Source: an optimization exercise on an open RTL-to-GDS flow (aim: small area, a short achievable clock period and few clock cycles). Production flows keep margins and buffers that such runs may drop.
Function was not checked in any run shown here: the RTL went through the layout flow alone.
No activity file was given, so power comes from the tool's default toggle rates.

==> design.v <==
`timescale 1ns/10ps
`timescale 1ns/10ps
`timescale 1ns/10ps
`timescale 1ns/10ps
`timescale 1ns/10ps
module ttt_main (
    input  logic                                reset,
    input  logic                                clock_fast,
    output logic [2:0]                          stage,
    input  logic [4-1:0]        processor_id_in,
    output logic [4-1:0]        processor_id_out,
    input  logic [4-1:0]     good_tokens_in,
    input  logic [4-1:0]     bad_tokens_in,
    output logic [1:0]                          token_startstop,
    output logic                                output_valid,
    input  logic [4:0]                          instruction,
    input  logic [6-1:0]        connection_id_in,
    input  logic [8-1:0]           prog_data
);
    localparam int NP = 10;
    localparam int NC = 50;
    localparam int NH = NC / 2;          
    localparam int NG = (NH + 3) / 4;    
    logic signed [7:0] g_cnt [NP];
    logic signed [7:0] b_cnt [NP];
    logic signed [7:0] g_thr [NP];
    logic signed [7:0] b_thr [NP];
    logic [NP-1:0]     act;
    logic [5:0]        first [NP+1];
    logic [3:0]        tgt_mem [2][NH];
    logic [7:0]        wt_mem [2][NH];
    logic        x_add;
    logic        x_gthr;
    logic        x_bthr;
    logic        x_upd;
    logic        x_first;
    logic        x_tgt;
    logic        x_wt;
    logic [NP:0] x_hit;       
    logic [5:0]  x_cid;
    logic [7:0]  x_data;
    logic        x_neg;       
    logic [NP/2-1:0] y_hit;   
    logic [7:0]      y_data;
    logic          busy;        
    logic          busy_o;      
    logic          r_first;     
    logic [NP-1:0] pend;        
    logic [5:0]    w_idx;       
    logic [5:0]    w_end;       
    logic          w_stop;      
    logic [3:0]    m_lo [2];
    logic [NG-1:0] m_hi [2];
    function automatic logic ge8(input logic [7:0] a, input logic [7:0] b);
        logic [7:0] ua;
        logic [7:0] ub;
        logic r;
        ua = {~a[7], a[6:0]};
        ub = {~b[7], b[6:0]};
        r = 1'b1;
        for (int i = 0; i < 8; i++) r = (ua[i] & ~ub[i]) | ((ua[i] | ~ub[i]) & r);
        ge8 = r;
    endfunction
    logic [NP-1:0] act_now;
    always_comb begin
        for (int i = 0; i < NP; i++)
            act_now[i] = ge8(g_cnt[i], g_thr[i]) && !ge8(b_cnt[i], b_thr[i]);
    end
    logic [NP-1:0] src_pend;
    logic [NP-1:0] src_one;      
    logic [NP-1:0] one_q;        
    logic          have_src;
    logic [5:0]    w_rem;
    logic          have0;
    logic          have1;
    logic          take1;        
    logic          last_step;
    logic          do_load;
    logic [5:0]    ld_first;
    logic [5:0]    ld_end;
    logic [3:0]    ld_id;
    logic          ld_start;
    assign src_pend  = pend;
    assign have_src  = |src_pend;
    assign w_rem     = w_end - w_idx;
    assign have0     = (w_rem != 6'd0);
    assign have1     = (w_rem[5:1] != 5'd0);
    function automatic logic [NP-1:0] lowest(input logic [NP-1:0] v);
        logic [NP-1:0] seen;
        seen = '0;
        for (int i = 0; i < NP; i++) begin
            lowest[i] = v[i] && !seen[i];
            if (i + 1 < NP) seen[i+1] = seen[i] | v[i];
        end
    endfunction
    assign src_one = one_q;
    always_comb begin
        ld_first = '0;
        ld_end = '0;
        ld_id = '0;
        ld_start = 1'b0;
        for (int i = 0; i < NP; i++) begin
            if (src_one[i]) begin
                ld_first = ld_first | first[i];
                ld_end = ld_end | first[i+1];
                ld_id = ld_id | 4'(i);
                ld_start = ld_start | act[i];
            end
        end
    end
    logic [13:0]     rd_bank [2];    
    logic [NP/2-1:0] bk_hit [2];     
    logic [1:0]      bk_x;
    logic [1:0]      bk_y;
    logic [7:0]      rd_wt [2];
    logic [NP/2-1:0] rd_hit [2];     
    logic [1:0]      rd_x;           
    logic [1:0]      rd_y;           
    always_comb begin
        for (int b = 0; b < 2; b++) begin
            logic [13:0] grp [NG];
            rd_bank[b] = '0;
            for (int j = 0; j < NG; j++) begin
                grp[j] = '0;
                for (int k = 0; k < 4; k++) begin
                    if (j * 4 + k < NH) begin
                        logic [3:0] t;
                        logic       v;
                        t = tgt_mem[b][j*4+k];
                        v = !(t[2] && (t[1] || t[0]));
                        grp[j] = grp[j] | ({14{m_lo[b][k]}} &
                                           {v && !t[3], v && t[3], t, wt_mem[b][j*4+k]});
                    end
                end
                rd_bank[b] = rd_bank[b] | ({14{m_hi[b][j]}} & grp[j]);
            end
            for (int i = 0; i < NP / 2; i++) bk_hit[b][i] = (rd_bank[b][10:8] == 3'(i));
            bk_x[b] = rd_bank[b][13];
            bk_y[b] = rd_bank[b][12];
        end
        rd_wt[0]  = w_idx[0] ? rd_bank[1][7:0] : rd_bank[0][7:0];
        rd_wt[1]  = w_idx[0] ? rd_bank[0][7:0] : rd_bank[1][7:0];
        rd_hit[0] = w_idx[0] ? bk_hit[1] : bk_hit[0];
        rd_hit[1] = w_idx[0] ? bk_hit[0] : bk_hit[1];
        rd_x = w_idx[0] ? {bk_x[0], bk_x[1]} : bk_x;
        rd_y = w_idx[0] ? {bk_y[0], bk_y[1]} : bk_y;
    end
    logic pair_ok;
    assign pair_ok = !(bk_x[0] && bk_x[1]) && !(bk_y[0] && bk_y[1]);
    assign take1 = have1 && pair_ok;
    assign last_step = (w_rem[5:1] == 5'd0) || ((w_rem == 6'd2) && take1);
    assign do_load = have_src && last_step;
    function automatic logic signed [7:0] sat_add(input logic signed [7:0] c,
                                                  input logic signed [3:0] a);
        logic [4:0] lo;
        logic [3:0] hi_inc;
        logic [3:0] hi_dec;
        logic [3:0] hi;
        logic       ovf;
        lo = {1'b0, c[3:0]} + {1'b0, a};
        hi_inc = c[7:4] + 4'd1;
        hi_dec = c[7:4] - 4'd1;
        if (!a[3]) begin
            hi = lo[4] ? hi_inc : c[7:4];
            ovf = lo[4] && (c[7:4] == 4'b0111);
        end else begin
            hi = lo[4] ? c[7:4] : hi_dec;
            ovf = !lo[4] && (c[7:4] == 4'b1000);
        end
        sat_add = ovf ? (a[3] ? 8'sh80 : 8'sh7f) : {hi, lo[3:0]};
    endfunction
    logic signed [7:0] sel_g [2];
    logic signed [7:0] sel_b [2];
    logic signed [3:0] amt_g [2];
    logic signed [3:0] amt_b [2];
    logic signed [7:0] res_g [2];    
    logic signed [7:0] res_b [2];
    always_comb begin
        sel_g[0] = '0;
        sel_b[0] = '0;
        sel_g[1] = '0;
        sel_b[1] = '0;
        for (int i = 0; i < NP / 2; i++) begin
            sel_g[0] = sel_g[0] | ({8{x_hit[i]}} & g_cnt[i]);
            sel_b[0] = sel_b[0] | ({8{x_hit[i]}} & b_cnt[i]);
            sel_g[1] = sel_g[1] | ({8{y_hit[i]}} & g_cnt[NP/2+i]);
            sel_b[1] = sel_b[1] | ({8{y_hit[i]}} & b_cnt[NP/2+i]);
        end
        amt_g[0] = x_neg ? (4'd0 - x_data[7:4]) : x_data[7:4];
        amt_b[0] = x_neg ? (4'd0 - x_data[3:0]) : x_data[3:0];
        amt_g[1] = x_neg ? (4'd0 - y_data[7:4]) : y_data[7:4];
        amt_b[1] = x_neg ? (4'd0 - y_data[3:0]) : y_data[3:0];
        for (int l = 0; l < 2; l++) begin
            res_g[l] = sat_add(sel_g[l], amt_g[l]);
            res_b[l] = sat_add(sel_b[l], amt_b[l]);
        end
    end
    logic is_adv;
    logic [NP:0] in_hit;
    assign is_adv = !instruction[4] && (instruction[2:0] == 3'b010);
    always_comb begin
        for (int i = 0; i <= NP; i++) in_hit[i] = (processor_id_in == 4'(i));
    end
    always_ff @(posedge clock_fast) begin
        if (reset) begin
            busy <= 1'b0;
            r_first <= 1'b0;
            pend <= '0;
            one_q <= '0;
            w_idx <= '0;
            w_end <= '0;
            w_stop <= 1'b0;
            output_valid <= 1'b0;
            x_add <= 1'b0;
            x_gthr <= 1'b0;
            x_bthr <= 1'b0;
            x_upd <= 1'b0;
            x_first <= 1'b0;
            x_tgt <= 1'b0;
            x_wt <= 1'b0;
            y_hit <= '0;
        end else begin
            output_valid <= 1'b0;
            x_add <= 1'b0;
            x_gthr <= 1'b0;
            x_bthr <= 1'b0;
            x_upd <= 1'b0;
            x_first <= 1'b0;
            x_tgt <= 1'b0;
            x_wt <= 1'b0;
            y_hit <= '0;
            if (!busy) begin
                x_hit <= in_hit;
                x_cid <= connection_id_in;
                x_data <= prog_data;
                y_data <= prog_data;
                x_neg <= 1'b0;
                case (instruction[4:3])
                    2'b11: begin
                        x_first <= (instruction[2:0] == 3'b001);
                        x_tgt <= (instruction[2:0] == 3'b010);
                        x_wt <= (instruction[2:0] == 3'b011);
                    end
                    2'b10: begin
                        x_gthr <= (instruction[2:0] == 3'b001);
                        x_bthr <= (instruction[2:0] == 3'b010);
                        if (instruction[2:0] == 3'b100) begin
                            x_add <= |in_hit[NP/2-1:0];
                            y_hit <= in_hit[NP-1:NP/2];
                        end
                        x_upd <= (instruction[2:0] == 3'b101);
                    end
                    default: begin
                        if (instruction[2:0] == 3'b001) begin
                            x_add <= |in_hit[NP/2-1:0];
                            y_hit <= in_hit[NP-1:NP/2];
                            x_data <= {good_tokens_in, bad_tokens_in};
                            y_data <= {good_tokens_in, bad_tokens_in};
                        end
                    end
                endcase
                if (is_adv) begin
                    busy <= 1'b1;
                    r_first <= 1'b1;
                end
            end else if (r_first) begin
                r_first <= 1'b0;
                pend <= act_now ^ act;
                one_q <= lowest(act_now ^ act);
                if (act_now == act) busy <= 1'b0;
            end else begin
                if (have0) begin
                    x_add <= rd_x[0] || (take1 && rd_x[1]);
                    x_hit <= {6'd0, rd_x[0] ? rd_hit[0] : rd_hit[1]};
                    x_data <= rd_x[0] ? rd_wt[0] : rd_wt[1];
                    x_neg <= w_stop;
                    y_hit <= rd_y[0] ? rd_hit[0] : (take1 && rd_y[1] ? rd_hit[1] : '0);
                    y_data <= rd_y[0] ? rd_wt[0] : rd_wt[1];
                    w_idx <= take1 ? w_idx + 6'd2 : w_idx + 6'd1;
                end
                if (do_load) begin
                    w_idx <= ld_first;
                    w_end <= ld_end;
                    w_stop <= !ld_start;
                    output_valid <= 1'b1;
                    processor_id_out <= ld_id;
                    token_startstop <= {ld_start, !ld_start};
                    pend <= src_pend & ~src_one;
                    one_q <= lowest(src_pend & ~src_one);
                end
                if (!have_src && last_step) busy <= 1'b0;
            end
        end
    end
    always_ff @(posedge clock_fast) begin
        if (busy && !r_first && do_load) begin
            logic [3:0]    lo;
            logic [NG-1:0] hi;
            for (int k = 0; k < 4; k++) lo[k] = (ld_first[2:1] == 2'(k));
            for (int j = 0; j < NG; j++) hi[j] = (ld_first[5:3] == 3'(j));
            m_lo[1] <= lo;
            m_hi[1] <= hi;
            if (ld_first[0]) begin
                m_lo[0] <= {lo[2:0], lo[3]};
                m_hi[0] <= lo[3] ? {hi[NG-2:0], 1'b0} : hi;
            end else begin
                m_lo[0] <= lo;
                m_hi[0] <= hi;
            end
        end else if (busy && !r_first && have0) begin
            for (int b = 0; b < 2; b++) begin
                if (take1 || (w_idx[0] == 1'(b))) begin
                    m_lo[b] <= {m_lo[b][2:0], m_lo[b][3]};
                    if (m_lo[b][3]) m_hi[b] <= {m_hi[b][NG-2:0], 1'b0};
                end
            end
        end
    end
    logic [7:0]  wd_thr;
    logic [5:0]  wd_first;
    assign wd_thr = reset ? 8'(1) : x_data;
    assign wd_first = reset ? 6'd0 : x_data[5:0];
    always_ff @(posedge clock_fast) begin
        for (int i = 0; i < NP; i++) begin
            if (reset || (i < NP / 2 ? (x_add && x_hit[i]) : y_hit[i % (NP / 2)])) begin
                g_cnt[i] <= reset ? 8'd0 : res_g[i / (NP / 2)];
                b_cnt[i] <= reset ? 8'd0 : res_b[i / (NP / 2)];
            end
            if (reset || (x_gthr && x_hit[i])) g_thr[i] <= wd_thr;
            if (reset || (x_bthr && x_hit[i])) b_thr[i] <= wd_thr;
            if (reset || r_first || (x_upd && x_hit[i])) act[i] <= !reset && act_now[i];
        end
        for (int i = 0; i <= NP; i++)
            if (reset || (x_first && x_hit[i])) first[i] <= wd_first;
    end
    logic [3:0] tgt_code;
    always_comb begin
        if (x_data[3:0] < 4'd5) tgt_code = x_data[3:0];
        else if (x_data[3:0] < 4'd10) tgt_code = {1'b1, 3'(x_data[3:0] - 4'd5)};
        else tgt_code = 4'd7;
    end
    always_ff @(posedge clock_fast) begin
        for (int i = 0; i < NC; i++) begin
            if (x_tgt && x_cid == 6'(i)) tgt_mem[i % 2][i / 2] <= tgt_code;
            if (x_wt && x_cid == 6'(i)) wt_mem[i % 2][i / 2] <= x_data;
        end
    end
    always_ff @(posedge clock_fast) begin
        if (reset) busy_o <= 1'b0;
        else if (!busy) busy_o <= is_adv;
        else if (r_first) busy_o <= (act_now != act);
        else if (!have_src && last_step) busy_o <= 1'b0;
    end
    assign stage = {2'b00, busy_o};
endmodule
==> run.sh <==
#!/bin/bash
# synth_recipe.tcl (not shown) runs the flow's synth.tcl, then flattens the netlist and writes it again
# the make line also repeats each setting of config.mk as NAME=value (left out here)
make -C /OpenROAD-flow-scripts/flow DESIGN_CONFIG=/design/flow/config.mk WORK_HOME=/design/flow/orfs CLKGATE_MAP_FILE= SYNTH_SCRIPT=/design/flow/synth_recipe.tcl finish
==> config.mk <==
export PLATFORM = sky130hd
export DESIGN_NAME = ttt_main
export DESIGN_NICKNAME = ttt_main
export VERILOG_FILES = /design/flow/design.v
export SDC_FILE = /design/flow/constraint.sdc
export NUM_CORES = 4
export LEC_CHECK = 0
export ABC_CLOCK_PERIOD_IN_PS = 3000
export CAP_MARGIN = 30
export CORE_MARGIN = 2
export CORE_UTILIZATION = 40
export CTS_BUF_LIST = sky130_fd_sc_hd__clkbuf_16
export CTS_CLUSTER_DIAMETER = 70
export CTS_CLUSTER_SIZE = 25
export SETUP_SLACK_MARGIN = 3.3
export SLEW_MARGIN = 20
==> constraint.sdc <==
create_clock -name core_clock -period 6.5 [get_ports {clock_fast}]
set_input_delay 1.3000 -clock core_clock [delete_from_list [all_inputs] [get_ports {clock_fast}]]
set_output_delay 1.3000 -clock core_clock [all_outputs]
set_load 0.01 [all_outputs]
==> impl_metrics.ini, run 1 <==
[cts]
cts_sinks = 1106
cts_hold_buf = 0
clkTransAtPathRegs_ns = 0.10
clockBufferDepth = 3
cts_tree = yes
htree_num_levels = 2
clockRootBuffer = clkbuf_16
cts_buffers = 56
clk_latency_ns = 0.73

[timing]
clock_skew_ns = 0.0483
slew_violations = 0
worstMarginPinSlew_ns = 0.971
final_hold_viol_count = 0
layout_worst_path_cycle_share_pct = 48.8
setup_tns_ns = 0
rsz0062_at_grt = true
period_minus_slack_ns = 3.17
setup_viol = 0
slew_headroom_pct = 34.4
fmax_ghz = 0.315

[yosys]
yosysMostFrequentCell = edfxtp_1
async_flop_share_pct = 0
synthesis.area_um2 = 47800
netlist.top_cell.by_area = edfxtp_1
synth_common_cells = edfxtp_1, a22oi_1, nand2_1
synth_seq_cells = 1106
synth_area_leaders = edfxtp_1, a22oi_1, nand2_1
synth_cell_type_count = 100
yosys_warnings = 22
ys_seq_area_share_pct = 68.4
synth_top_area_share_pct = 66.4
ys.flop_type = edfxtp_1
synthCells = 3589
avgSynthCellArea_um2 = 13.3
synth_edf_count = 1058

[die]
die-area_um2 = 122000
fp-row-count = 126
start_util_pct = 40.4
die_x_um = 350
core_area_um2 = 118000
die_h_um = 350
io_pins = 43

[drt]
wl_um = 134000
dr.pass1.iters = 10
remaining_drc_errors = 0
drtIter0Drc = 3617
routedWlPerCell_um = 25.2
via_count = 31522
dr_wl_met3_um = 9430
topRoutingLayerUsed = met5
vias_per_cell = 5.94
final_antenna_net_count = 0
wl_met1_um = 57900
wl_met2_um = 62600

[finish]
fillerInstances = 10510
final_layout_size_suffix_gt1_share_pct = 11.3
fin_nets = 3738
diodes = 0
area_growth_pct = 12.2

[pwr]
clkPwrFrac_pct = 24.3
pwr-share-comb_pct = 21.7
swShare_pct = 30.4
sequentialPowerShare_pct = 54.0
p_total_w = 0.0171
switchingPower_w = 0.00520
power_leakage_nw = 18.2
p_int_w = 0.0119
ir_worst_vdd_mv = 0.247
p_per_area_nw_per_um2 = 318

[global_route]
grt_max_degree = 80
grt_pass1_vias = 29978
grt_pass1_wl_um = 195000
track_usage_pct = 21.2
grt_antenna_before_repair = 1
overflow = 0

[critical_path]
worstPathRequired_ns = 6.94
cp-end-kind = register
critPathSlowestCell = nor4_4
critPathMaxStageDelay_ns = 0.50
critPathKind = register to register
crit_path_cell_trace = buf_6 > buf_4 > a22o_1 > o21ai_0 > o221ai_1 > nor4_4 > mux2i_1 > a21o_1
startpoint_type = register
cp_data_arrival_time_ns = 3.61
path_max_fanout = 49

[run_status]
status = no timing/DRC/antenna violations

[hold_path]
hold_path_class = register to register

[placement]
gp_congestion = 0.849
io_buffers = 40
hpwl_um = 86200

[flow_run]
max_cap_viol_count = 0
==> layout by cell type, fill, tap and decap left out, drive strengths merged, types with 39 or more instances in the layout <==
cell,instances
o21ai,108
edfxtp,1058
nor2,208
nand2b,67
inv,228
nor2b,55
nand2,323
nand3,88
dfxtp,48
a21oi,184
clkbuf,60
ha,39
buf,141
maj3,47
a22oi,322
clkdlybuf4s50,39
==> power by group through the flow <==
stage               combinational (W)  sequential (W)  clock [W]
floorplan                     0.00198         0.00929          0
global placement              0.00306         0.00938          0
global route                  0.00399         0.00929    0.00444
finish                        0.00370         0.00923    0.00415
CTS                           0.00334         0.00923    0.00422
detailed placement            0.00311         0.00939          0
==> registers in the layout (all words and copies together) (netlist names), 4 cells and up <==
name and count:
wt_mem 400, tgt_mem 200, b_cnt 80, b_thr 80, g_cnt 80, g_thr 80, first 66, m_hi 14
x_hit 11, act 10, one_q 10, pend 9, m_lo 8, x_data 8, y_data 8, w_end 6
w_idx 6, x_cid 6, y_hit 5, processor_id_out 4
==> what timing repair did <==
action / CTS / global route
endpoints found under the hold margin: 0 / 0
pin swaps: 21 / 39
gates resized for setup: 91 / 104
cloned: 3 / 4
setup endpoints to repair: 268 / 251
buffers inserted: 26 / 49
==> stage by stage <==
| stage | area, um^2 | utilization (%) | std cells | setup slack [ns] | hold WS (ns) |
|---|---|---|---|---|---|
| 2_1_floorplan | 47900 | - | 3590 | 3.19 | 0.443 |
| 3_3_place_gp | 50000 | 42.3 | 5113 | 2.19 | 0.476 |
| 3_5_place_dp | 50100 | 42.3 | 5118 | 2.13 | 0.483 |
| 4_1_cts | 52700 | 44.5 | 5251 | 3.21 | 0.496 |
| 5_1_grt | 53700 | 45.3 | 5307 | 3.23 | 0.533 |
| 6_report | 53700 | 45.3 | 5307 | 3.33 | 0.491 |
==> cell families after synthesis <==
group                      count (synthesis)  synth area share (%)
other                                      1               0.00784
xor gates and xnor gates                  31                 0.568
adders and majority gates                 91                  2.23
DFF                                     1106                  68.4
AOI/OAI and AO/OA                       1005                  15.1
buffers and inverters                    372                  3.15
and+or+nand+nor                          953                  9.87
muxes                                     30                 0.638
==> worst paths after layout <==
| check | start | end | slack, ns | depth (start not counted) |
|---|---|---|---|---|
| worst min-delay path | w_end[0] | w_end[0] | 0.49 | 2 |
| worst min register to register | w_end[0] | w_end[0] | 0.49 | 2 |
| worst max register to register | m_lo[1][3] | y_data[2] | 3.33 | 8 |
| worst max-delay path | m_lo[1][3] | y_data[2] | 3.33 | 8 |
==> layout make-up <==
class	instances	area (um^2)	area share, %
Tap cell	1600	2000	3.73
Sequential cell	1106	32700	61.0
Clock buffer	56	1400	2.61
Clock inverter	48	443	0.825
Multi-Input combinational cell	2113	14400	26.9
Timing Repair Buffer	188	1890	3.53
Inverter	196	743	1.39
==> worst max-delay path, delay by kind of cell, from the launching register on <==
kind                   cells  cell delay (ns)
flip-flops                 1             0.43
buffers and inverters      2             0.54
AO/OA/AOI/OAI              4             1.17
multiplexers               1             0.18
AND/OR/NAND/NOR            1             0.50
==> metal layers <==
layer,GRT usage (%),vias to the layer above
li1,-,14062
met1,30.4,16001
met2,33.9,1280
met3,2.58,177
met4,6.01,2
met5,0,-
==> inputs of run 2 (changes only) <==
--- a/design.v
+++ b/design.v
@@ -46,4 +46,5 @@
     logic          busy_o;      
     logic          r_first;     
+    logic [NP-1:0] mod_q;
     logic [NP-1:0] pend;        
     logic [5:0]    w_idx;       
@@ -105,5 +106,5 @@
                 ld_end = ld_end | first[i+1];
                 ld_id = ld_id | 4'(i);
-                ld_start = ld_start | act[i];
+                ld_start = ld_start | (act[i] ^ r_first);
             end
         end
@@ -150,5 +151,13 @@
     assign take1 = have1 && pair_ok;
     assign last_step = (w_rem[5:1] == 5'd0) || ((w_rem == 6'd2) && take1);
-    assign do_load = have_src && last_step;
+    logic first_sure;
+    always_comb begin
+        logic [NP-1:0] at_or_below;
+        at_or_below[NP-1] = one_q[NP-1];
+        for (int i = NP - 2; i >= 0; i--) at_or_below[i] = at_or_below[i+1] | one_q[i];
+        if (one_q == '0) first_sure = (mod_q == '0);
+        else first_sure = !(|(mod_q & at_or_below));
+    end
+    assign do_load = have_src && last_step && (!r_first || first_sure);
     function automatic logic signed [7:0] sat_add(input logic signed [7:0] c,
                                                   input logic signed [3:0] a);
@@ -263,9 +272,27 @@
                     busy <= 1'b1;
                     r_first <= 1'b1;
+                    pend <= act_now ^ act;
+                    one_q <= lowest(act_now ^ act);
+                end
+                for (int i = 0; i < NP / 2; i++) begin
+                    mod_q[i] <= (x_add || x_gthr || x_bthr || x_upd) && x_hit[i];
+                    mod_q[NP/2+i] <= y_hit[i] ||
+                                     ((x_gthr || x_bthr || x_upd) && x_hit[NP/2+i]);
                 end
             end else if (r_first) begin
                 r_first <= 1'b0;
-                pend <= act_now ^ act;
-                one_q <= lowest(act_now ^ act);
+                if (do_load) begin
+                    w_idx <= ld_first;
+                    w_end <= ld_end;
+                    w_stop <= !ld_start;
+                    output_valid <= 1'b1;
+                    processor_id_out <= ld_id;
+                    token_startstop <= {ld_start, !ld_start};
+                    pend <= (act_now ^ act) & ~src_one;
+                    one_q <= lowest((act_now ^ act) & ~src_one);
+                end else begin
+                    pend <= act_now ^ act;
+                    one_q <= lowest(act_now ^ act);
+                end
                 if (act_now == act) busy <= 1'b0;
             end else begin
@@ -294,5 +321,5 @@
     end
     always_ff @(posedge clock_fast) begin
-        if (busy && !r_first && do_load) begin
+        if (busy && do_load) begin
             logic [3:0]    lo;
             logic [NG-1:0] hi;
--- a/config.mk
+++ b/config.mk
@@ -11,6 +11,6 @@
 export CORE_UTILIZATION = 40
 export CTS_BUF_LIST = sky130_fd_sc_hd__clkbuf_16
-export CTS_CLUSTER_DIAMETER = 70
-export CTS_CLUSTER_SIZE = 25
+export CTS_CLUSTER_DIAMETER = 60
+export CTS_CLUSTER_SIZE = 20
 export SETUP_SLACK_MARGIN = 3.3
 export SLEW_MARGIN = 20
==> run 2 against run 1 <==
Net effect:
- die area grew 0.68%
- maximum frequency shrank 7.7%
- final cell count grew 3.0%
- clock power grew 42%
- critical endpoint is now one_q[9]
- largest power group unchanged
==> impl_metrics.ini, run 2 <==
[cts]
cts_buffers = 91
clkTransAtPathRegs_ns = 0.07
cts_sinks = 1116
clk_latency_ns = 0.70
cts_hold_buf = 0
clockBufferDepth = 3
cts_tree = yes
htree_num_levels = 3
clockRootBuffer = clkbuf_16

[finish]
largest_reg_flops = 400
largestRegisters = wt_mem (400), tgt_mem (200)
seqCellArea_um2 = 33000
final_common_cell = edfxtp_1
fin_nets = 3857
diodes = 0
layoutNonFillerInstCount = 5464
multi_input_comb_area_um2 = 15300
area_growth_pct = 17.4
top_register = wt_mem
final_layout_size_suffix_gt1_share_pct = 16.1
layout_common_cells = edfxtp_1, a22oi_1, nand2_1
fillerInstances = 10422
fin_area_um2 = 56500

[timing]
period_minus_slack_ns = 3.44
slew_headroom_pct = 34.6
fmax_ghz = 0.291
clock_skew_ns = 0.0522
setup_tns_ns = 0
hold-worst-slack_ns = 0.470
setup_viol = 0
worstMarginPinSlew_ns = 0.977
rsz0062_at_grt = true
final_hold_viol_count = 0
layout_worst_path_cycle_share_pct = 52.9
slew_violations = 0

[global_route]
grt_pass1_wl_um = 201000
track_usage_pct = 21.8
grt_antenna_before_repair = 7
grt_pass1_vias = 30988
overflow = 0
grt_max_degree = 80

[yosys]
synthCells = 3637
avgSynthCellArea_um2 = 13.2
synth_area_leaders = edfxtp_1, a22oi_1, nand2_1
synth-compound-area-share_pct = 16.0
yosys_warnings = 22
synthSimpleGateAreaFrac_pct = 9.21
synth-adder-area-share_pct = 2.09
synth_top_area_share_pct = 66.6
synth_seq_cells = 1116
netlist.top_cell.by_area = edfxtp_1
synth_top_family_by_area = compound AO/OA/AOI/OAI gates
synth_edf_count = 1068
muxShareOfSynthArea_pct = 0.548
synth_cell_type_count = 86
synthesis.area_um2 = 48200
ys.flop_type = edfxtp_1
ys_seq_area_share_pct = 68.6
synthXorXnorAreaFrac_pct = 0.707
synth_common_cells = edfxtp_1, a22oi_1, nand2_1
async_flop_share_pct = 0
yosysMostFrequentCell = edfxtp_1

[pwr]
pwr-share-comb_pct = 15.2
p_int_w = 0.0126
switchingPower_w = 0.00483
ir_worst_vdd_mv = 0.214
swShare_pct = 27.8
sequentialPowerShare_pct = 50.8
clkPwrFrac_pct = 33.9
p_per_area_nw_per_um2 = 308
power_leakage_nw = 19.5

[hold_path]
hold_path_class = register to register
min_path_cells = 2

[placement]
hpwl_um = 87300
io_buffers = 40
gp_congestion = 0.880
postPlaceCellArea_um2 = 50600
dp.cells = 5172

[drt]
wl_um = 139000
dr.pass1.iters = 8
vias_per_cell = 6.01
via_count = 32825
remaining_drc_errors = 0
routedWlPerCell_um = 25.5
final_antenna_net_count = 0
drtIter0Drc = 4280

[critical_path]
critPathMaxStageDelay_ns = 0.39
critPathBufInv = 0
cpMostUsedCell = maj3_2
reg2reg_depth = 11
path_max_fanout = 4
startpoint_type = register
crit_family = adder cells
crit_path_cell_trace = nand2b_4 > maj3_2 > maj3_2 > maj3_2 > maj3_2 > maj3_2 > a311oi_4 > xor2_2 > nor4b_4 > a311oi_2 > a211oi_1
worstPathRequired_ns = 7.09
critPathKind = register to register
critPathSlowestCell = edfxtp_1
cp.depth = 11
cp-end-kind = register
cp_data_arrival_time_ns = 4.03

[die]
start_util_pct = 40.3
die_h_um = 351
die-area_um2 = 123000
fp-row-count = 127
io_pins = 43
core_area_um2 = 120000
die_x_um = 351

[run_status]
status = no timing/DRC/antenna violations

[flow_run]
max_cap_viol_count = 0
## run 2: changes by cell type in the layout (fill, tap and decap cells not counted), moves of 23 or more
cell and delta:
nand2_1 -53, inv_1 -25, buf_4 +28, clkbuf_16 +38
a21o_1 +40, nor2_1 +36, inv_6 +23
## run 2: metrics by stage
stage               util (%)  setup WS [ns]  total power, W
floorplan                  -           3.21          0.0103
global placement        42.2           2.14          0.0111
detailed placement      42.3           2.10          0.0112
CTS                     46.3           3.10          0.0172
global route            47.2           2.97          0.0180
finish                  47.2           3.06          0.0174
## run 2: path summary, 6_finish.rpt
check / endpoint / slack, ns / startpoint
setup reg to reg: one_q[9] / 3.06 / b_cnt[9][0]
hold / removal: pend[3] / 0.47 / pend[3]
hold reg to reg: pend[3] / 0.47 / pend[3]
setup / recovery: one_q[9] / 3.06 / b_cnt[9][0]
## run 2: worst min-delay path, delay by kind of cell, from the launching register on
family | cells | cell delay, ns
flops | 1 | 0.32
compound gates | 2 | 0.10
## run 2: cells by family (layout without fill, tap and decap cells)
group,Yosys count,after routing
multiplexers,26,26
adder cells (fa/ha/maj),85,85
buffers and inverters,369,579
XOR/XNOR,38,38
other,1,2
AND/OR/NAND/NOR,925,927
flip-flops,1116,1116
AO/OA/AOI/OAI,1077,1079
## run 2: power by group through the flow
stage,sequential (W),clock [W],combinational [W]
global route,0.00890,0.00625,0.00285
detailed placement,0.00901,0,0.00214
CTS,0.00885,0.00598,0.00240
floorplan,0.00893,0,0.00141
global placement,0.00900,0,0.00211
finish,0.00885,0.00591,0.00265
## run 2: routing by layer
metal / wire length [um] / vias to the layer above / part of all wire, % / global-route usage, %
met4: 3400 / 8 / 2.4 / 5.82
met2: 62800 / 1471 / 45 / 33.6
met5: 40 / - / 0.029 / 0
met1: 60800 / 16654 / 44 / 31.7
met3: 12000 / 210 / 8.7 / 3.87
li1: - / 14482 / - / -
## run 2: area by class of cell
class | instances | area share [%]
Multi-Input combinational cell | 2157 | 27.0
Inverter | 183 | 1.22
Clock inverter | 71 | 1.43
Clock buffer | 94 | 4.16
Timing Repair Buffer | 231 | 4.19
Tap cell | 1612 | 3.57
Sequential cell | 1116 | 58.4
## run 2: what timing repair did
item / CTS / global route
hold endpoints to repair: 0 / 0
pin swaps: 96 / 77
setup endpoints to repair: 271 / 265
cloned: 16 / 3
gates resized for setup: 209 / 146
buffers inserted: 65 / 41
==> inputs of run 3 (changes only) <==
--- a/config.mk
+++ b/config.mk
@@ -11,6 +11,6 @@
 export CORE_UTILIZATION = 40
 export CTS_BUF_LIST = sky130_fd_sc_hd__clkbuf_16
-export CTS_CLUSTER_DIAMETER = 60
-export CTS_CLUSTER_SIZE = 20
+export CTS_CLUSTER_DIAMETER = 70
+export CTS_CLUSTER_SIZE = 25
 export SETUP_SLACK_MARGIN = 3.3
 export SLEW_MARGIN = 20
==> run 3 against run 2 <==
Net effect:
- clock power down 18%
- final cell count down 0.90%
- maximum frequency down 2.2%
- core utilization down 0.88 points
- critical endpoint unchanged
- combinational power about the same
- register-to-register slack worse by 0.08 ns
- synthesized area unchanged
- setup slack worse by 0.078 ns
- synthesized cell count unchanged
- global-route usage down 0.098 points
- flip-flop and latch count unchanged
==> impl_metrics.ini, run 3 <==
[yosys]
synth_seq_cells = 1116
avgSynthCellArea_um2 = 13.2
synth_edf_count = 1068
ys_seq_area_share_pct = 68.6
synthCells = 3637
yosys_warnings = 22
synth_top_family_by_area = compound AO/OA/AOI/OAI gates
synth-compound-area-share_pct = 16.0
synthSimpleGateAreaFrac_pct = 9.21
synth_top_area_share_pct = 66.6
synth_common_cells = edfxtp_1, a22oi_1, nand2_1
synthXorXnorAreaFrac_pct = 0.707
synthesis.area_um2 = 48200
yosysMostFrequentCell = edfxtp_1
async_flop_share_pct = 0
muxShareOfSynthArea_pct = 0.548
synth_cell_type_count = 86
netlist.top_cell.by_area = edfxtp_1
synth-adder-area-share_pct = 2.09
synth_area_leaders = edfxtp_1, a22oi_1, nand2_1
ys.flop_type = edfxtp_1

[critical_path]
startpoint_type = register
critPathSlowestCell = edfxtp_1
crit-reg2reg-launch = m_lo[0][1]
reg2reg_depth = 14
critPathKind = register to register
r2r_slack_ns = 2.98
cp-end-kind = register
worstPathRequired_ns = 7.10
cp_data_arrival_time_ns = 4.12
cpMostUsedCell = o2111ai_4
r2r-end = one_q[9]
critPathMaxStageDelay_ns = 0.56
path_max_fanout = 7
crit_path_cell_trace = buf_4 > nor2b_1 > a32oi_1 > a31oi_1 > a2111oi_2 > and4_4 > o2111ai_4 > o21ai_4 > buf_6 > buf_8 > o2111ai_4 > nor4b_2 > a311oi_1 > a211oi_1

[timing]
slew_violations = 0
worstMarginPinSlew_ns = 0.943
period_minus_slack_ns = 3.52
fmax_ghz = 0.284
layout_worst_path_cycle_share_pct = 54.1
slew_headroom_pct = 37.1
rsz0062_at_grt = true
clock_skew_ns = 0.0549
final_hold_viol_count = 0
setup_viol = 0
setup_tns_ns = 0

[cts]
cts_sinks = 1116
clk_latency_ns = 0.69
htree_num_levels = 3
clockRootBuffer = clkbuf_16
cts_buffers = 68
clockBufferDepth = 3
clkTransAtPathRegs_ns = 0.10
cts_hold_buf = 0
cts_tree = yes

[run_status]
status = no timing/DRC/antenna violations

[drt]
vias_per_cell = 6.00
final_antenna_net_count = 0
via_count = 32490
drtIter0Drc = 4109
wl_um = 138000
dr.pass1.iters = 8
remaining_drc_errors = 0
routedWlPerCell_um = 25.4

[placement]
dp.cells = 5172
io_buffers = 40
gp_congestion = 0.880
hpwl_um = 87300

[global_route]
overflow = 0
grt_pass1_wl_um = 200000
grt_antenna_before_repair = 5
grt_pass1_vias = 30743
grt_max_degree = 80
track_usage_pct = 21.7

[die]
die_h_um = 351
die-area_um2 = 123000
io_pins = 43
core_area_um2 = 120000
fp-row-count = 127
start_util_pct = 40.3
die_x_um = 351

[finish]
largest_reg_flops = 400
final_common_cell = edfxtp_1
diodes = 0
largestRegisters = wt_mem (400), tgt_mem (200)
top_register = wt_mem
layout_common_cells = edfxtp_1, a22oi_1, nand2_1
layoutNonFillerInstCount = 5415
area_growth_pct = 15.2
final_layout_size_suffix_gt1_share_pct = 14.6
fin_nets = 3836
fillerInstances = 10486

[flow_run]
max_cap_viol_count = 0

[pwr]
power_leakage_nw = 19.0
p_int_w = 0.0117
clkPwrFrac_pct = 29.5
switchingPower_w = 0.00462
pwr-share-comb_pct = 16.2
p_per_area_nw_per_um2 = 294
sequentialPowerShare_pct = 54.2
ir_worst_vdd_mv = 0.193
swShare_pct = 28.3

[hold_path]
min_path_cells = 2
hold_path_class = register to register
holdPathEnd = pend[3]
min_from = pend[3]
-- run 3: worst max path at each step --
stage | slack [ns] | cells past startpoint | endpoint | from
floorplan | 3.21 | 14 | g_cnt[0][4] | x_data[4]
global placement | 2.14 | 11 | m_hi[0][2] | m_lo[1][0]
detailed placement | 2.10 | 11 | m_hi[0][2] | m_lo[1][0]
CTS | 3.07 | 15 | one_q[9] | m_lo[0][1]
global route | 2.88 | 12 | one_q[8] | g_thr[0][3]
finish | 2.98 | 14 | one_q[9] | m_lo[0][1]
-- run 3: power by group through the flow --
stage	Clock [W]	Combinational, W	Sequential, W
CTS	0.00487	0.00240	0.00884
global placement	0	0.00211	0.00900
global route	0.00512	0.00284	0.00890
detailed placement	0	0.00214	0.00901
finish	0.00482	0.00265	0.00885
floorplan	0	0.00141	0.00893
-- run 3: per-stage QoR --
step | setup slack (ns) | instance area [um^2] | power, W | hold slack, ns | utilization (%)
5_1_grt | 2.88 | 55500 | 0.0169 | 0.491 | 46.4
4_1_cts | 3.07 | 54500 | 0.0161 | 0.473 | 45.6
2_1_floorplan | 3.21 | 48400 | 0.0103 | 0.442 | -
3_3_place_gp | 2.14 | 50500 | 0.0111 | 0.473 | 42.2
3_5_place_dp | 2.10 | 50600 | 0.0112 | 0.476 | 42.3
6_report | 2.98 | 55500 | 0.0163 | 0.472 | 46.4
-- run 3: routing by layer --
| layer | part of all wire (%) | wire (um) | track usage [%] | up-vias |
|---|---|---|---|---|
| li1 | - | - | - | 14398 |
| met1 | 44 | 60900 | 31.8 | 16484 |
| met2 | 46 | 62700 | 33.6 | 1424 |
| met3 | 8.0 | 11000 | 3.45 | 180 |
| met4 | 2.2 | 2980 | 5.37 | 4 |
| met5 | 0.017 | 23 | 0 | - |
-- run 3: kinds of logic after synthesis --
kind of cell | Yosys count
xor+xnor | 38
buf+inv | 369
flops | 1116
mux | 26
compound gates | 1077
fa+ha+maj | 85
other cells | 1
simple gates | 925
-- run 3: repair_timing --
item	CTS	global route
pin swaps	88	78
gates cloned	16	1
gates resized for setup	191	126
setup endpoints to repair	271	263
buffers inserted	71	39
-- run 3: worst max-delay path, delay by kind of cell, from the launching register on --
kind	cells	cell delay, ns
buffers and inverters	3	0.54
DFF	1	0.56
AOI/OAI and AO/OA	8	1.66
and+or+nand+nor	3	0.69
-- run 3: final cells by class --
class	count	area [um^2]	area share, %
Sequential cell	1116	33000	59.6
Multi-Input combinational cell	2158	15100	27.2
Timing Repair Buffer	232	2320	4.18
Tap cell	1612	2020	3.64
Clock buffer	73	1830	3.29
Inverter	183	687	1.24
Clock inverter	41	485	0.875
==> inputs of run 4 (changes only) <==
--- a/design.v
+++ b/design.v
@@ -160,4 +160,10 @@
     end
     assign do_load = have_src && last_step && (!r_first || first_sure);
+    logic [NP-1:0] chg_now;
+    logic [NP-1:0] pend_ld;
+    logic [NP-1:0] pend_nl;
+    assign chg_now = act_now ^ act;
+    assign pend_ld = (r_first ? chg_now : src_pend) & ~src_one;
+    assign pend_nl = r_first ? chg_now : src_pend;
     function automatic logic signed [7:0] sat_add(input logic signed [7:0] c,
                                                   input logic signed [3:0] a);
@@ -215,6 +221,4 @@
             busy <= 1'b0;
             r_first <= 1'b0;
-            pend <= '0;
-            one_q <= '0;
             w_idx <= '0;
             w_end <= '0;
@@ -272,29 +276,7 @@
                     busy <= 1'b1;
                     r_first <= 1'b1;
-                    pend <= act_now ^ act;
-                    one_q <= lowest(act_now ^ act);
-                end
-                for (int i = 0; i < NP / 2; i++) begin
-                    mod_q[i] <= (x_add || x_gthr || x_bthr || x_upd) && x_hit[i];
-                    mod_q[NP/2+i] <= y_hit[i] ||
-                                     ((x_gthr || x_bthr || x_upd) && x_hit[NP/2+i]);
-                end
-            end else if (r_first) begin
-                r_first <= 1'b0;
-                if (do_load) begin
-                    w_idx <= ld_first;
-                    w_end <= ld_end;
-                    w_stop <= !ld_start;
-                    output_valid <= 1'b1;
-                    processor_id_out <= ld_id;
-                    token_startstop <= {ld_start, !ld_start};
-                    pend <= (act_now ^ act) & ~src_one;
-                    one_q <= lowest((act_now ^ act) & ~src_one);
-                end else begin
-                    pend <= act_now ^ act;
-                    one_q <= lowest(act_now ^ act);
                 end
-                if (act_now == act) busy <= 1'b0;
             end else begin
+                r_first <= 1'b0;
                 if (have0) begin
                     x_add <= rd_x[0] || (take1 && rd_x[1]);
@@ -313,8 +295,7 @@
                     processor_id_out <= ld_id;
                     token_startstop <= {ld_start, !ld_start};
-                    pend <= src_pend & ~src_one;
-                    one_q <= lowest(src_pend & ~src_one);
                 end
-                if (!have_src && last_step) busy <= 1'b0;
+                if (r_first) busy <= (chg_now != '0);
+                else if (!have_src && last_step) busy <= 1'b0;
             end
         end
@@ -374,7 +355,26 @@
     end
     always_ff @(posedge clock_fast) begin
+        if (reset) begin
+            pend <= '0;
+            one_q <= '0;
+        end else if (!busy) begin
+            if (is_adv) begin
+                pend <= chg_now;
+                one_q <= lowest(chg_now);
+            end
+            for (int i = 0; i < NP / 2; i++) begin
+                mod_q[i] <= (x_add || x_gthr || x_bthr || x_upd) && x_hit[i];
+                mod_q[NP/2+i] <= y_hit[i] ||
+                                 ((x_gthr || x_bthr || x_upd) && x_hit[NP/2+i]);
+            end
+        end else begin
+            pend <= do_load ? pend_ld : pend_nl;
+            one_q <= do_load ? lowest(pend_ld) : lowest(pend_nl);
+        end
+    end
+    always_ff @(posedge clock_fast) begin
         if (reset) busy_o <= 1'b0;
         else if (!busy) busy_o <= is_adv;
-        else if (r_first) busy_o <= (act_now != act);
+        else if (r_first) busy_o <= (chg_now != '0);
         else if (!have_src && last_step) busy_o <= 1'b0;
     end
==> run 4 against run 3 <==
Net effect:
- synthesized area up 0.77%
- design area grew 1.6%
- sequential power down 3.1%
- first-iteration DRC count fell by 1.3%
- final cell count increased by 1.1%
- worst hold slack better by 0.0085 ns
- global-route usage down 0.39 points
- flip-flop and latch count is the same
- largest cell class unchanged
- routed wire length decreased by 0.52%
- clock-buffer cell count up 1
- non-clock buffer count rose by 10
- core utilization up 0.55 points
==> impl_metrics.ini, run 4 <==
[flow_run]
max_cap_viol_count = 0

[timing]
slew_violations = 0
worstMarginPinSlew_ns = 1.02
hold-worst-slack_ns = 0.481
fmax_ghz = 0.286
final_hold_viol_count = 0
rsz0062_at_grt = true
clock_skew_ns = 0.0471
slew_headroom_pct = 31.5
period_minus_slack_ns = 3.49
setup_viol = 0
layout_worst_path_cycle_share_pct = 53.7
setup_tns_ns = 0

[die]
die_h_um = 352
io_pins = 43
die_x_um = 352
core_area_um2 = 120000
start_util_pct = 40.4
fp-row-count = 127
die-area_um2 = 124000

[pwr]
sequentialPowerShare_pct = 53.9
ir_worst_vdd_mv = 0.198
power_leakage_nw = 19.5
pwr-share-comb_pct = 14.5
p_per_area_nw_per_um2 = 282
p_int_w = 0.0116
switchingPower_w = 0.00434
clkPwrFrac_pct = 31.6
swShare_pct = 27.3

[yosys]
synthCells = 3686
avgSynthCellArea_um2 = 13.2
yosysMostFrequentCell = edfxtp_1
synth_top_area_share_pct = 66.1
yosys_warnings = 22
synth_seq_cells = 1116
synth_edf_count = 1068
synthesis.area_um2 = 48500
ys.flop_type = edfxtp_1
synth_area_leaders = edfxtp_1, a22oi_1, nand2_1
async_flop_share_pct = 0
synth_common_cells = edfxtp_1, a22oi_1, nand2_1
synth_cell_type_count = 86
ys_seq_area_share_pct = 68.1
netlist.top_cell.by_area = edfxtp_1

[critical_path]
worstPathRequired_ns = 7.08
path_max_fanout = 5
reg2reg_depth = 10
cp_data_arrival_time_ns = 4.08
cp-end-kind = register
crit-reg2reg-launch = g_cnt[5][2]
critPathKind = register to register
startpoint_type = register
r2r-end = one_q[9]
r2r_slack_ns = 3.01

[cts]
htree_num_levels = 3
cts_buffers = 71
clockRootBuffer = clkbuf_16
clockBufferDepth = 3
cts_tree = yes
cts_sinks = 1116
clkTransAtPathRegs_ns = 0.09
clk_latency_ns = 0.70

[hold_path]
hold_path_class = register to register
holdPathEnd = busy_o
min_from = busy_o
min_path_cells = 2

[finish]
top_register = wt_mem
layout_common_cells = edfxtp_1, a22oi_1, nand2_1
largest_reg_flops = 400
final_layout_size_suffix_gt1_share_pct = 15.4
fin_nets = 3890
final_common_cell = edfxtp_1
largestRegisters = wt_mem (400), tgt_mem (200)
fin_area_um2 = 56400
area_growth_pct = 16.1

[global_route]
grt_pass1_vias = 31478
grt_max_degree = 58
grt_pass1_wl_um = 202000
overflow = 0
grt_antenna_before_repair = 0
track_usage_pct = 21.3

[drt]
final_antenna_net_count = 0
drtIter0Drc = 4057
routedWlPerCell_um = 25.0
via_count = 32594
dr.pass1.iters = 9
wl_um = 137000
remaining_drc_errors = 0
vias_per_cell = 5.95

[placement]
hpwl_um = 88400
io_buffers = 40
gp_congestion = 0.879
postPlaceCellArea_um2 = 50900

[run_status]
status = no timing/DRC/antenna violations
==> run 4: worst max-delay path, stage by stage, from the launching register on <==
cell and delay (ns):
edfxtp_1 0.49, or3b_2 0.46, o2111ai_1 0.11, a21oi_1 0.06
o221a_2 0.29, nor3_4 0.31, xor2_2 0.21, mux2i_2 0.38
nand4b_1 0.24, or4_1 0.59, a311oi_2 0.27
==> run 4: kinds of logic (layout without fill, tap and decap cells) <==
kind of cell	after synthesis	count (layout)	synth area share (%)
fa+ha+maj	76	76	1.87
buf+inv	365	540	2.88
flops	1116	1116	68.1
mux	25	25	0.526
simple gates	1020	1020	10.3
compound gates	1046	1046	15.7
xor+xnor	37	37	0.668
other cells	1	3	0.00773
==> run 4: layer usage <==
layer / wire (um) / track usage, %
met1: 59300 / 31.0
met2: 63600 / 33.6
met3: 10200 / 2.56
met4: 3660 / 6.07
met5: 0 / 0
==> run 4: power groups by stage <==
stage               sequential, W  clock, W  combinational (W)
finish                    0.00858   0.00502            0.00231
global route              0.00862   0.00533            0.00247
CTS                       0.00858   0.00510            0.00203
detailed placement        0.00875         0            0.00168
global placement          0.00874         0            0.00165
floorplan                 0.00867         0            0.00108
==> run 4: stage by stage <==
step,instances,total power [W],utilization (%),worst slack (ns)
floorplan,3687,0.00975,-,3.29
global placement,5211,0.0104,42.3,2.34
detailed placement,5215,0.0104,42.4,2.31
CTS,5429,0.0157,46.0,3.00
global route,5474,0.0164,46.9,2.90
finish,5475,0.0159,46.9,3.01
==> run 4: worst max-delay path by stage <==
stage / startpoint / endpoint / slack (ns)
6_report: g_cnt[5][2] / one_q[9] / 3.01
5_1_grt: mod_q[1] / one_q[9] / 2.90
4_1_cts: g_cnt[3][0] / one_q[9] / 3.00
3_5_place_dp: m_lo[0][3] / one_q[9] / 2.31
3_3_place_gp: m_lo[0][3] / one_q[9] / 2.34
2_1_floorplan: x_data[0] / b_cnt[0][7] / 3.29
==> run 4: cell type report <==
cell class / count / area [um^2]
antenna: 1 / 2.50
clock buffer: 74 / 1850
clock inverter: 48 / 612
fill: 10484 / 63800
inverter: 176 / 661
multi-input combinational: 2206 / 15700
sequential: 1116 / 33000
tap: 1612 / 2020
timing repair buffer: 242 / 2460
==> run 4: repair_timing <==
item	4_1_cts	5_1_grt
setup buffers	84	39
hold endpoints to repair	0	0
hold buffers	0	0
gates resized for setup	238	145
pin swaps	69	73
gates cloned	8	2
endpoints found under the setup margin	299	280
==> inputs of run 5 (changes only) <==
--- a/design.v
+++ b/design.v
@@ -44,7 +44,4 @@
     logic [7:0]      y_data;
     logic          busy;        
-    logic          busy_o;      
-    logic          r_first;     
-    logic [NP-1:0] mod_q;
     logic [NP-1:0] pend;        
     logic [5:0]    w_idx;       
@@ -63,12 +60,8 @@
         ge8 = r;
     endfunction
-    logic [NP-1:0] act_now;
-    always_comb begin
-        for (int i = 0; i < NP; i++)
-            act_now[i] = ge8(g_cnt[i], g_thr[i]) && !ge8(b_cnt[i], b_thr[i]);
-    end
+    logic [NP-1:0] act_q;
+    logic [NP-1:0] act_next;      
     logic [NP-1:0] src_pend;
     logic [NP-1:0] src_one;      
-    logic [NP-1:0] one_q;        
     logic          have_src;
     logic [5:0]    w_rem;
@@ -87,14 +80,11 @@
     assign have0     = (w_rem != 6'd0);
     assign have1     = (w_rem[5:1] != 5'd0);
-    function automatic logic [NP-1:0] lowest(input logic [NP-1:0] v);
+    always_comb begin
         logic [NP-1:0] seen;
         seen = '0;
         for (int i = 0; i < NP; i++) begin
-            lowest[i] = v[i] && !seen[i];
-            if (i + 1 < NP) seen[i+1] = seen[i] | v[i];
+            src_one[i] = src_pend[i] && !seen[i];
+            if (i + 1 < NP) seen[i+1] = seen[i] | src_pend[i];
         end
-    endfunction
-    assign src_one = one_q;
-    always_comb begin
         ld_first = '0;
         ld_end = '0;
@@ -106,9 +96,9 @@
                 ld_end = ld_end | first[i+1];
                 ld_id = ld_id | 4'(i);
-                ld_start = ld_start | (act[i] ^ r_first);
+                ld_start = ld_start | act[i];
             end
         end
     end
-    logic [13:0]     rd_bank [2];    
+    logic [11:0]     rd_bank [2];
     logic [NP/2-1:0] bk_hit [2];     
     logic [1:0]      bk_x;
@@ -120,23 +110,16 @@
     always_comb begin
         for (int b = 0; b < 2; b++) begin
-            logic [13:0] grp [NG];
+            logic [11:0] grp [NG];
             rd_bank[b] = '0;
             for (int j = 0; j < NG; j++) begin
                 grp[j] = '0;
-                for (int k = 0; k < 4; k++) begin
-                    if (j * 4 + k < NH) begin
-                        logic [3:0] t;
-                        logic       v;
-                        t = tgt_mem[b][j*4+k];
-                        v = !(t[2] && (t[1] || t[0]));
-                        grp[j] = grp[j] | ({14{m_lo[b][k]}} &
-                                           {v && !t[3], v && t[3], t, wt_mem[b][j*4+k]});
-                    end
-                end
-                rd_bank[b] = rd_bank[b] | ({14{m_hi[b][j]}} & grp[j]);
+                for (int k = 0; k < 4; k++)
+                    if (j * 4 + k < NH)
+                        grp[j] = grp[j] | ({12{m_lo[b][k]}} & {tgt_mem[b][j*4+k], wt_mem[b][j*4+k]});
+                rd_bank[b] = rd_bank[b] | ({12{m_hi[b][j]}} & grp[j]);
             end
             for (int i = 0; i < NP / 2; i++) bk_hit[b][i] = (rd_bank[b][10:8] == 3'(i));
-            bk_x[b] = rd_bank[b][13];
-            bk_y[b] = rd_bank[b][12];
+            bk_x[b] = (|bk_hit[b]) && !rd_bank[b][11];
+            bk_y[b] = (|bk_hit[b]) && rd_bank[b][11];
         end
         rd_wt[0]  = w_idx[0] ? rd_bank[1][7:0] : rd_bank[0][7:0];
@@ -151,19 +134,5 @@
     assign take1 = have1 && pair_ok;
     assign last_step = (w_rem[5:1] == 5'd0) || ((w_rem == 6'd2) && take1);
-    logic first_sure;
-    always_comb begin
-        logic [NP-1:0] at_or_below;
-        at_or_below[NP-1] = one_q[NP-1];
-        for (int i = NP - 2; i >= 0; i--) at_or_below[i] = at_or_below[i+1] | one_q[i];
-        if (one_q == '0) first_sure = (mod_q == '0);
-        else first_sure = !(|(mod_q & at_or_below));
-    end
-    assign do_load = have_src && last_step && (!r_first || first_sure);
-    logic [NP-1:0] chg_now;
-    logic [NP-1:0] pend_ld;
-    logic [NP-1:0] pend_nl;
-    assign chg_now = act_now ^ act;
-    assign pend_ld = (r_first ? chg_now : src_pend) & ~src_one;
-    assign pend_nl = r_first ? chg_now : src_pend;
+    assign do_load = have_src && last_step;
     function automatic logic signed [7:0] sat_add(input logic signed [7:0] c,
                                                   input logic signed [3:0] a);
@@ -191,4 +160,8 @@
     logic signed [7:0] res_g [2];    
     logic signed [7:0] res_b [2];
+    logic signed [7:0] sel_gt [2];
+    logic signed [7:0] sel_bt [2];
+    logic [NP/2-1:0]   y_sel;
+    assign y_sel = y_hit | x_hit[NP-1:NP/2];
     always_comb begin
         sel_g[0] = '0;
@@ -196,9 +169,17 @@
         sel_g[1] = '0;
         sel_b[1] = '0;
+        sel_gt[0] = '0;
+        sel_bt[0] = '0;
+        sel_gt[1] = '0;
+        sel_bt[1] = '0;
         for (int i = 0; i < NP / 2; i++) begin
             sel_g[0] = sel_g[0] | ({8{x_hit[i]}} & g_cnt[i]);
             sel_b[0] = sel_b[0] | ({8{x_hit[i]}} & b_cnt[i]);
-            sel_g[1] = sel_g[1] | ({8{y_hit[i]}} & g_cnt[NP/2+i]);
-            sel_b[1] = sel_b[1] | ({8{y_hit[i]}} & b_cnt[NP/2+i]);
+            sel_g[1] = sel_g[1] | ({8{y_sel[i]}} & g_cnt[NP/2+i]);
+            sel_b[1] = sel_b[1] | ({8{y_sel[i]}} & b_cnt[NP/2+i]);
+            sel_gt[0] = sel_gt[0] | ({8{x_hit[i]}} & g_thr[i]);
+            sel_bt[0] = sel_bt[0] | ({8{x_hit[i]}} & b_thr[i]);
+            sel_gt[1] = sel_gt[1] | ({8{y_sel[i]}} & g_thr[NP/2+i]);
+            sel_bt[1] = sel_bt[1] | ({8{y_sel[i]}} & b_thr[NP/2+i]);
         end
         amt_g[0] = x_neg ? (4'd0 - x_data[7:4]) : x_data[7:4];
@@ -211,4 +192,24 @@
         end
     end
+    logic [1:0] lane_add;
+    logic [1:0] lane_act;
+    assign lane_add = {|y_hit, x_add};
+    always_comb begin
+        for (int l = 0; l < 2; l++) begin
+            logic signed [7:0] g;
+            logic signed [7:0] b;
+            logic signed [7:0] gt;
+            logic signed [7:0] bt;
+            g = lane_add[l] ? res_g[l] : sel_g[l];
+            b = lane_add[l] ? res_b[l] : sel_b[l];
+            gt = x_gthr ? x_data : sel_gt[l];
+            bt = x_bthr ? x_data : sel_bt[l];
+            lane_act[l] = ge8(g, gt) && !ge8(b, bt);
+        end
+        for (int i = 0; i < NP / 2; i++) begin
+            act_next[i] = x_hit[i] ? lane_act[0] : act_q[i];
+            act_next[NP/2+i] = y_sel[i] ? lane_act[1] : act_q[NP/2+i];
+        end
+    end
     logic is_adv;
     logic [NP:0] in_hit;
@@ -220,5 +221,5 @@
         if (reset) begin
             busy <= 1'b0;
-            r_first <= 1'b0;
+            pend <= '0;
             w_idx <= '0;
             w_end <= '0;
@@ -275,8 +276,8 @@
                 if (is_adv) begin
                     busy <= 1'b1;
-                    r_first <= 1'b1;
+                    for (int i = 0; i < NP; i++)
+                        pend[i] <= act_next[i] ^ ((x_upd && x_hit[i]) ? act_q[i] : act[i]);
                 end
             end else begin
-                r_first <= 1'b0;
                 if (have0) begin
                     x_add <= rd_x[0] || (take1 && rd_x[1]);
@@ -295,7 +296,7 @@
                     processor_id_out <= ld_id;
                     token_startstop <= {ld_start, !ld_start};
+                    pend <= src_pend & ~src_one;
                 end
-                if (r_first) busy <= (chg_now != '0);
-                else if (!have_src && last_step) busy <= 1'b0;
+                if (!have_src && last_step) busy <= 1'b0;
             end
         end
@@ -316,5 +317,5 @@
                 m_hi[0] <= hi;
             end
-        end else if (busy && !r_first && have0) begin
+        end else if (busy && have0) begin
             for (int b = 0; b < 2; b++) begin
                 if (take1 || (w_idx[0] == 1'(b))) begin
@@ -337,5 +338,6 @@
             if (reset || (x_gthr && x_hit[i])) g_thr[i] <= wd_thr;
             if (reset || (x_bthr && x_hit[i])) b_thr[i] <= wd_thr;
-            if (reset || r_first || (x_upd && x_hit[i])) act[i] <= !reset && act_now[i];
+            if (reset || (!busy && is_adv)) act[i] <= !reset && act_next[i];
+            else if (x_upd && x_hit[i]) act[i] <= act_q[i];
         end
         for (int i = 0; i <= NP; i++)
@@ -349,4 +351,8 @@
     end
     always_ff @(posedge clock_fast) begin
+        if (reset) act_q <= '0;
+        else act_q <= act_next;
+    end
+    always_ff @(posedge clock_fast) begin
         for (int i = 0; i < NC; i++) begin
             if (x_tgt && x_cid == 6'(i)) tgt_mem[i % 2][i / 2] <= tgt_code;
@@ -354,29 +360,4 @@
         end
     end
-    always_ff @(posedge clock_fast) begin
-        if (reset) begin
-            pend <= '0;
-            one_q <= '0;
-        end else if (!busy) begin
-            if (is_adv) begin
-                pend <= chg_now;
-                one_q <= lowest(chg_now);
-            end
-            for (int i = 0; i < NP / 2; i++) begin
-                mod_q[i] <= (x_add || x_gthr || x_bthr || x_upd) && x_hit[i];
-                mod_q[NP/2+i] <= y_hit[i] ||
-                                 ((x_gthr || x_bthr || x_upd) && x_hit[NP/2+i]);
-            end
-        end else begin
-            pend <= do_load ? pend_ld : pend_nl;
-            one_q <= do_load ? lowest(pend_ld) : lowest(pend_nl);
-        end
-    end
-    always_ff @(posedge clock_fast) begin
-        if (reset) busy_o <= 1'b0;
-        else if (!busy) busy_o <= is_adv;
-        else if (r_first) busy_o <= (chg_now != '0);
-        else if (!have_src && last_step) busy_o <= 1'b0;
-    end
-    assign stage = {2'b00, busy_o};
+    assign stage = {2'b00, busy};
 endmodule
--- a/config.mk
+++ b/config.mk
@@ -11,6 +11,6 @@
 export CORE_UTILIZATION = 40
 export CTS_BUF_LIST = sky130_fd_sc_hd__clkbuf_16
-export CTS_CLUSTER_DIAMETER = 70
-export CTS_CLUSTER_SIZE = 25
-export SETUP_SLACK_MARGIN = 3.3
+export CTS_CLUSTER_DIAMETER = 60
+export CTS_CLUSTER_SIZE = 20
+export SETUP_SLACK_MARGIN = 3.0
 export SLEW_MARGIN = 20
==> run 5 against run 4 <==
Net effect:
- core utilization rose by 0.46 points
- largest cell class unchanged
- global-route usage rose by 0.10 points
- sequential share of layout area rose by 1.4 points
- sequential power fell by 2%
- largest power group unchanged
- clock-buffer cell count rose by 10
- still clean
- design area fell by 3.6%
- non-clock buffer count rose by 39
- worst hold slack barely moved
==> impl_metrics.ini, run 5 <==
[yosys]
avgSynthCellArea_um2 = 13.5
yosysMostFrequentCell = edfxtp_1
synth_seq_cells = 1105
synth_common_cells = edfxtp_1, a22oi_1, nand2_1
synth_top_area_share_pct = 67.8
yosys_warnings = 24
synthXorXnorAreaFrac_pct = 0.717
synthSimpleGateAreaFrac_pct = 8.85
ys.flop_type = edfxtp_1
synth-adder-area-share_pct = 1.40
synth_cell_type_count = 87
synth_top_family_by_area = compound AO/OA/AOI/OAI gates
synthesis.area_um2 = 46400
synth_edf_count = 1048
synth-compound-area-share_pct = 15.3
ys_seq_area_share_pct = 70.3
async_flop_share_pct = 0
muxShareOfSynthArea_pct = 1.11
netlist.top_cell.by_area = edfxtp_1
synth_area_leaders = edfxtp_1, a22oi_1, nand2_1
synthCells = 3426

[pwr]
pwr-share-comb_pct = 14.8
ir_worst_vdd_mv = 0.213
clkPwrFrac_pct = 33.5
p_per_area_nw_per_um2 = 300
p_total_w = 0.0163
sequentialPowerShare_pct = 51.7
swShare_pct = 26.9
power_leakage_nw = 18.7
switchingPower_w = 0.00439
p_int_w = 0.0119

[drt]
routedWlPerCell_um = 25.5
wl_um = 132000
drtIter0Drc = 3356
vias_per_cell = 5.92
final_antenna_net_count = 0
dr.pass1.iters = 6
via_count = 30562
remaining_drc_errors = 0

[finish]
fin_nets = 3669
final_layout_size_suffix_gt1_share_pct = 17.7
utilization_pct = 47.4
final_common_cell = edfxtp_1
fillerInstances = 9910
largest_reg_flops = 400
top_register = wt_mem
area_growth_pct = 17.1
seqCellArea_um2 = 32600
layout_common_cells = edfxtp_1, a22oi_1, nand2_1
multi_input_comb_area_um2 = 14000
largestRegisters = wt_mem (400), tgt_mem (200)
layoutNonFillerInstCount = 5164

[global_route]
grt_max_degree = 61
track_usage_pct = 21.4
grt_pass1_vias = 29250
grt_pass1_wl_um = 191000
grt_antenna_before_repair = 6
overflow = 0

[timing]
setup_tns_ns = 0
worstMarginPinSlew_ns = 0.965
slew_headroom_pct = 35.7
final_hold_viol_count = 0
layout_worst_path_cycle_share_pct = 66.3
slew_violations = 0
hold-worst-slack_ns = 0.481
fmax_ghz = 0.232
setup_viol = 0
period_minus_slack_ns = 4.31
rsz0062_at_grt = true
clock_skew_ns = 0.0463

[critical_path]
critPathBufInv = 8
critPathSlowestCell = a222oi_1
critPathMaxStageDelay_ns = 0.45
critPathKind = register to register
reg2reg_depth = 20
r2r_slack_ns = 2.19
startpoint_type = register
cpMostUsedCell = buf_4
crit_family = compound AO/OA/AOI/OAI gates
cp_data_arrival_time_ns = 4.90
cp-end-kind = register
crit_path_cell_trace = or2_4 > a222oi_1 > buf_4 > buf_4 > buf_4 > buf_4 > buf_4 > buf_4 > buf_4 > buf_4 > a31o_4 > o41ai_4 > o311ai_2 > o211ai_1 > maj3_2 > a221o_1 > a21o_1 > o221a_4 > o211a_1 > a211o_1
worstPathRequired_ns = 7.09
path_max_fanout = 8
crit-reg2reg-launch = x_hit[5]
r2r-end = pend[6]

[die]
io_pins = 43
die_h_um = 345
die_x_um = 345
start_util_pct = 40.5
fp-row-count = 124
die-area_um2 = 119000
core_area_um2 = 115000

[hold_path]
hold_path_class = register to register
min_path_cells = 2
holdPathEnd = w_end[0]
min_from = w_end[0]

[placement]
dp.cells = 4846
hpwl_um = 80900
gp_congestion = 0.880
io_buffers = 40

[cts]
cts_hold_buf = 0
clockRootBuffer = clkbuf_16
clockBufferDepth = 3
cts_tree = yes
clkTransAtPathRegs_ns = 0.09
cts_buffers = 84
htree_num_levels = 3
clk_latency_ns = 0.71
cts_sinks = 1105

[run_status]
status = no timing/DRC/antenna violations

[flow_run]
max_cap_viol_count = 0
==> run 5: per-layer routing <==
metal / up-vias / GRT usage [%] / routed length, um
met2: 1286 / 34.1 / 61300
met3: 182 / 3.85 / 10700
met4: 6 / 5.87 / 3070
met1: 15363 / 30.1 / 56500
li1: 13725 / - / -
met5: - / 0 / 37
==> run 5: area by class of cell <==
cell class              instances  area share (%)
inverters                      75           0.523
flip-flops and latches       1105            60.1
diodes                          1         0.00461
clock inverters                61            1.36
well taps                    1512            3.48
multi-input cells            2045            25.9
clock buffers                  84            3.87
repair buffers                281            4.86
==> run 5: worst register-to-register path: stages (launching register included) <==
cell	delay (ns)
edfxtp_1	0.42
or2_4	0.35
a222oi_1	0.46
buf_4	0.18
buf_4	0.09
buf_4	0.10
buf_4	0.09
buf_4	0.09
buf_4	0.09
buf_4	0.09
buf_4	0.09
a31o_4	0.15
o41ai_4	0.09
o311ai_2	0.29
o211ai_1	0.14
maj3_2	0.32
a221o_1	0.35
a21o_1	0.21
o221a_4	0.16
o211a_1	0.22
a211o_1	0.26
==> run 5: timing repair <==
item	4_1_cts	5_1_grt
gates resized for setup	153	119
setup buffers	99	58
setup endpoints to repair	272	185
endpoints found under the hold margin	0	0
pin swaps	73	82
gates cloned	4	10
==> run 5: how the worst max path moves through the flow <==
stage	start	end	slack [ns]	cells after the start
global route	x_hit[7]	pend[6]	2.04	18
finish	x_hit[5]	pend[6]	2.19	20
detailed placement	x_hit[6]	pend[9]	1.34	18
floorplan	x_data[0]	pend[2]	2.11	19
global placement	x_hit[6]	pend[7]	1.49	17
CTS	x_hit[5]	pend[9]	2.22	17
==> run 5: power by group through the flow <==
stage	Sequential [W]	Combinational [W]	Clock (W)
3_3_place_gp	0.00859	0.00186	0
3_5_place_dp	0.00860	0.00189	0
4_1_cts	0.00842	0.00221	0.00554
5_1_grt	0.00846	0.00258	0.00580
2_1_floorplan	0.00857	0.00132	0
6_report	0.00843	0.00241	0.00547
==> run 5: metrics by stage <==
step	worst slack (ns)	cell area, um^2
after floorplan	2.11	46800
after global placement	1.49	48700
after detailed placement	1.34	48800
after CTS	2.22	53200
after global routing	2.04	54300
final	2.19	54300
==> run 5: kinds of logic (layout without fill, tap and decap cells) <==
logic type	after synthesis	in the layout
AND/OR/NAND/NOR	931	934
buffers and inverters	282	501
multiplexers	50	50
XOR/XNOR	38	38
AO/OA/AOI/OAI	969	971
adder cells (fa/ha/maj)	50	50
flip-flops	1105	1105
other	1	3

-- afterwards: timing with drivers on the ports --
The results above use ideal ports. As a check the final layouts listed here were re-extracted and re-timed, cells and wires unchanged.
Step 1, drivers: a clkbuf_16 drives clock_fast and a buf_2 each remaining input, both assumed.
Step 2 adds t to the input delays and takes it off the output delays; t is the mean of the earliest and latest rising clock arrival at the registers after step 1. Input paths then give back, and output paths get back, about the clock's delay inside the block.
a / b / c = ideal ports / drivers / drivers and shift; a / b = the first two.
run | t (ns) | setup slack, ns | worst setup path at the end
run 1 | 0.768 | 3.327 / 3.327 / 2.695 | input to register
run 2 | 0.743 | 3.061 / 3.061 / 2.626 | input to register
run 3 | 0.727 | 2.983 / 2.983 / 2.509 | input to register
run 4 | 0.750 | 3.007 / 3.007 / 2.658 | input to register
run 5 | 0.756 | 2.192 / 2.192 / 2.192 | register to register
After both steps setup and hold are still met in every run listed. The setup slack of run 1, which loses most, moves by 0.000 ns with the drivers and by -0.632 ns with both steps.
